This design comes from an exercise in tuning for small area and a short achievable clock period on the open sky130 flow, not from production work.
Only simulation tests tie the RTL to the original design; equivalence was not proved.

## bfp_quant_top
module bfp_quant_top
(
  input  logic                     clk,
  input  logic                     reset_i,
  input  logic                     in_valid_i,
  input  logic [block_size_lp*fp_width_lp-1:0]   block_i,
  output logic                                   out_valid_o,
  output logic [exp_width_lp-1:0]                shared_exp_o,
  output logic [block_size_lp*code_width_lp-1:0] codes_o
);
==> flow/config.mk <==
export PLATFORM = sky130hd
export DESIGN_NAME = bfp_quant_top
export DESIGN_NICKNAME = bfp_quant_top
export VERILOG_FILES = /design/flow/design.v
export SDC_FILE = /design/flow/constraint.sdc
export NUM_CORES = 4
export LEC_CHECK = 0
export CAP_MARGIN = 20
export CORE_MARGIN = 2
export CORE_UTILIZATION = 40
export SETUP_SLACK_MARGIN = 4
export SLEW_MARGIN = 20
==> flow/constraint.sdc <==
create_clock -name core_clock -period 10.0 [get_ports {clk}]
set_input_delay 2.0000 -clock core_clock [delete_from_list [all_inputs] [get_ports {clk}]]
set_output_delay 2.0000 -clock core_clock [all_outputs]
set_load 0.01 [all_outputs]
run.sh (not shown) runs the stock make flow with config.mk's settings and CLKGATE_MAP_FILE= SYNTH_SCRIPT=/design/flow/synth_recipe.tcl, a recipe that flattens the netlist after the stock synthesis.
The first run died in I/O pin placement.
Next try:
SETUP_SLACK_MARGIN = default   (was 4)
=> The changed run ended with an error in I/O pin placement. Synthesized area stays the same. Synthesized cell count is unchanged.

* * *

== alpha ==
The RTL this note starts from:
==> flow/design.v <==
`default_nettype none
package fp32_fmt_pkg;
  localparam int block_size_lp = 32;
  localparam int fp_width_lp = 32;
  localparam int exp_width_lp = 8;
  localparam int frac_width_lp = 23;
  typedef union packed {
    logic [fp_width_lp-1:0] raw;
    struct packed {
      logic                     sign;
      logic [exp_width_lp-1:0]  exp;
      logic [frac_width_lp-1:0] frac;
    } fields;
  } fp32_word_u;
endpackage
`default_nettype wire
`default_nettype none
package bfp_code_pkg;
  localparam int mag_width_lp = 5;
  localparam int code_width_lp = mag_width_lp + 1;
  localparam int shift_width_lp = $clog2(mag_width_lp + 1);
  localparam int latency_lp = 1;
endpackage
`default_nettype wire
`timescale 1ns/10ps
`default_nettype none
import fp32_fmt_pkg::*;
import bfp_code_pkg::*;
module bfp_exp_decode
#(
  parameter int n_p = 8
)
(
  input  logic [n_p-1:0][exp_width_lp-1:0]  exp_i,
  input  logic [n_p-1:0]                    en_i,
  output logic [exp_width_lp-1:0]           max_exp_o,
  output logic [n_p-1:0][mag_width_lp-1:0]  sel_o
);
  localparam int n_step_lp = 3;
  function automatic int lo_c(input int s);
    lo_c = (s == 0) ? 5 : (s == 1) ? 2 : 0;
  endfunction
  function automatic int wd_c(input int s);
    wd_c = (s == 2) ? 2 : 3;
  endfunction
  logic [n_step_lp:0][n_p-1:0]      run;
  logic [exp_width_lp-1:0][n_p-1:0] bits;
  logic [n_p-1:0]                   term;
  logic [3:0]                       any;
  logic [1:0]                       up;
  always_comb begin
    for (int k = 0; k < exp_width_lp; k++) begin
      for (int i = 0; i < n_p; i++) begin
        bits[k][i] = exp_i[i][k];
      end
    end
    run[0] = '1;
    max_exp_o = '0;
    for (int s = 0; s < n_step_lp; s++) begin
      for (int j = wd_c(s) - 1; j >= 0; j--) begin
        for (int pat = 0; pat < 4; pat++) begin
          term = run[s] & bits[lo_c(s) + j];
          for (int q = 0; q < 2; q++) begin
            if (j + 1 + q < wd_c(s) && ((pat >> q) & 1) == 1) term = term & bits[lo_c(s) + j + 1 + q];
          end
          any[pat] = |term;
        end
        up = '0;
        for (int q = 0; q < 2; q++) begin
          if (j + 1 + q < wd_c(s)) up[q] = max_exp_o[lo_c(s) + j + 1 + q];
        end
        max_exp_o[lo_c(s) + j] = any[up];
      end
      run[s+1] = run[s];
      for (int j = 0; j < wd_c(s); j++) begin
        run[s+1] = run[s+1] & (bits[lo_c(s) + j] | {n_p{~max_exp_o[lo_c(s) + j]}});
      end
    end
  end
  logic [5:0] hi_m1;
  logic [3:0] mx_lo;
  for (genvar j = 0; j < 6; j++) begin : g_m1
    if (j == 0) begin : g_b0
      assign hi_m1[j] = ~max_exp_o[2];
    end else begin : g_bj
      assign hi_m1[j] = max_exp_o[2+j] ^ ~(|max_exp_o[2+j-1:2]);
    end
  end
  for (genvar a = 0; a < 4; a++) begin : g_mx
    assign mx_lo[a] = (max_exp_o[1:0] == 2'(a));
  end
  for (genvar i = 0; i < n_p; i++) begin : g_sel
    logic [3:0] ex_lo;
    logic [3:0] pos, neg;
    logic       h0, h1;
    for (genvar a = 0; a < 4; a++) begin : g_ex
      assign ex_lo[a] = (exp_i[i][1:0] == 2'(a));
    end
    always_comb begin
      pos = '0;
      neg = '0;
      for (int v = 0; v < 4; v++) begin
        for (int b = 0; b + v < 4; b++) begin
          pos[v] = pos[v] | (ex_lo[b] & mx_lo[b+v]);
          neg[v] = neg[v] | (mx_lo[b] & ex_lo[b+v]);
        end
      end
    end
    assign h0 = run[2][i];
    assign h1 = (exp_i[i][7:2] == hi_m1);
    assign sel_o[i][0] = en_i[i] & h0 & pos[0];
    assign sel_o[i][1] = en_i[i] & ((h0 & pos[1]) | (h1 & neg[3]));
    assign sel_o[i][2] = en_i[i] & ((h0 & pos[2]) | (h1 & neg[2]));
    assign sel_o[i][3] = en_i[i] & ((h0 & pos[3]) | (h1 & neg[1]));
    assign sel_o[i][4] = en_i[i] & h1 & neg[0];
  end
endmodule
`default_nettype wire
`timescale 1ns/10ps
`default_nettype none
import fp32_fmt_pkg::*;
import bfp_code_pkg::*;
module bfp_align_execute
(
  input  logic [mag_width_lp-1:0]   mag_i,
  input  logic [mag_width_lp-1:0]   sel_i,
  output logic [mag_width_lp-1:0]   mag_o
);
  always_comb begin
    mag_o = '0;
    for (int k = 0; k < mag_width_lp; k++) begin
      mag_o = mag_o | ({mag_width_lp{sel_i[k]}} & (mag_i >> k));
    end
  end
endmodule
`default_nettype wire
`timescale 1ns/10ps
`default_nettype none
import fp32_fmt_pkg::*;
import bfp_code_pkg::*;
module bfp_code_result
(
  input  logic                     clk,
  input  logic                     reset_i,
  input  logic                     valid_i,
  input  logic [exp_width_lp-1:0]  shared_exp_i,
  input  logic [block_size_lp*code_width_lp-1:0]  codes_i,
  output logic                     out_valid_o,
  output logic [exp_width_lp-1:0]  shared_exp_o,
  output logic [block_size_lp*code_width_lp-1:0]  codes_o
);
  always_ff @(posedge clk) begin
    if (reset_i) begin
      out_valid_o  <= 1'b0;
      shared_exp_o <= '0;
      codes_o      <= '0;
    end else begin
      out_valid_o <= valid_i;
      if (valid_i) begin
        shared_exp_o <= shared_exp_i;
        codes_o      <= codes_i;
      end
    end
  end
endmodule
`default_nettype wire
`timescale 1ns/10ps
`default_nettype none
import fp32_fmt_pkg::*;
import bfp_code_pkg::*;
module bfp_quant_top
(
  input  logic                     clk,
  input  logic                     reset_i,
  input  logic                     in_valid_i,
  input  logic [block_size_lp*fp_width_lp-1:0]   block_i,
  output logic                                   out_valid_o,
  output logic [exp_width_lp-1:0]                shared_exp_o,
  output logic [block_size_lp*code_width_lp-1:0] codes_o
);
  logic [block_size_lp-1:0][exp_width_lp-1:0]  exps;
  logic [block_size_lp-1:0]                    nz;
  logic [block_size_lp-1:0][mag_width_lp-1:0]  sel;
  logic [exp_width_lp-1:0]                     max_exp;
  logic [block_size_lp*code_width_lp-1:0]      codes;
  for (genvar i = 0; i < block_size_lp; i++) begin : g_exp
    assign exps[i] = block_i[fp_width_lp*i + frac_width_lp +: exp_width_lp];
    assign nz[i]   = |exps[i];
  end
  bfp_exp_decode #(.n_p(block_size_lp)) u_decode (
    .exp_i     (exps),
    .en_i      (nz),
    .max_exp_o (max_exp),
    .sel_o     (sel)
  );
  for (genvar i = 0; i < block_size_lp; i++) begin : g_word
    logic [mag_width_lp-1:0] mag;
    bfp_align_execute u_shift (
      .mag_i ({1'b1, block_i[fp_width_lp*i + frac_width_lp - mag_width_lp + 1 +: mag_width_lp - 1]}),
      .sel_i (sel[i]),
      .mag_o (mag)
    );
    assign codes[code_width_lp*i +: code_width_lp] = {block_i[fp_width_lp*i + fp_width_lp - 1], mag};
  end
  bfp_code_result u_result (
    .clk          (clk),
    .reset_i      (reset_i),
    .valid_i      (in_valid_i),
    .shared_exp_i (max_exp),
    .codes_i      (codes),
    .out_valid_o  (out_valid_o),
    .shared_exp_o (shared_exp_o),
    .codes_o      (codes_o)
  );
endmodule
`default_nettype wire
clock: 10.0 ns
lec_check: 0
abc_area: 1
cap_margin: 5
core_area: 5 5 445 445
die_area: 0 0 450 450
place_density: 0.85
setup_slack_margin: 3
slew_margin: 5
tns_end_percent: 5
standard.sh (not shown) runs the stock make flow with config.mk's settings and CLKGATE_MAP_FILE= SYNTH_SCRIPT=/design/flow/synth_recipe.tcl, a recipe that flattens the netlist after the stock synthesis.
==> flow/flow/run.sh <==
#!/bin/bash
# The standard layout (the standard.sh: standard synthesis script,
# floorplan, placement, CTS, routing) with two changes:
# - synthesis leaves adders to abc: ADDER_MAP_FILE is empty, so Yosys's
#   extract_fa pass does not turn the small subtracts into half/full adder
#   cells (registers, names and flip-flop cells are unchanged);
# - the buffer that placement puts on every input and output port is
#   sky130_fd_sc_hd__buf_1 instead of the default delay cell
#   (clkdlybuf4s50_1). Every port still gets its own buffer.
# standard.sh writes each tool's log under orfs/logs; its own output goes
# to standard.log here.
set -euo pipefail
export ADDER_MAP_FILE=
export BUFFER_PORTS_ARGS="-buffer_cell sky130_fd_sc_hd__buf_1"
bash standard.sh > standard.log 2>&1
alpha reached the end of the flow, and the finished layout is clean on the timing, design-rule and antenna checks.
#### Input delta (beta over alpha)
- CAP_MARGIN now 20, was 5
- SETUP_SLACK_MARGIN now 3.5, was 3
- SLEW_MARGIN now 20, was 5
- TNS_END_PERCENT no longer set, was 5
==> summary.txt <==
- Relative to alpha, wire length of the first global-routing pass increased by 4600 µm in beta.
- From alpha to beta the numbers moved as follows: final critical-path share of the clock period went down by 0.64 points, met3 layer wire length in the routed design went up by 2400 µm, routed wire length per instance went up by 1.2 µm, required time at the endpoint of the critical path was more or less identical.
- Between alpha and beta, the flow reports via count of the first global-routing pass increasing slightly.
- beta did not stop at any stage, and its layout met the timing, design-rule and antenna checks.
- alpha: flow completed, timing, DRC and antenna clean

-- afterwards: timing with drivers on the ports --
How much do the figures lean on ideal ports? The routed layouts below were timed once more, with nothing changed but the port constraints. Step 1: set_driving_cell puts a clkbuf_16 on clk and a buf_2 on each other input, an assumption about the parent block. Step 2 times the ports against the registers' clock, not the clock port: input delays grow and output delays shrink by t, the midpoint of the rising clock arrivals with the driver on. a / b / c = ideal ports / drivers / drivers and shift; a / b = the first two.
run	shift t [ns]	setup slack, ns	hold WS [ns]	slew at the worst register clock pin (ns)
alpha	0.619	3.064 / 2.972 / 2.353	0.481 / 0.481 / 0.481	0.07 / 0.07
beta	0.617	3.128 / 3.021 / 2.404	0.481 / 0.481 / 0.481	0.08 / 0.08
After both steps setup and hold are still met in every run listed. For beta, which loses most, drivers alone change the setup slack by -0.107 ns; drivers and shift together by -0.724 ns.
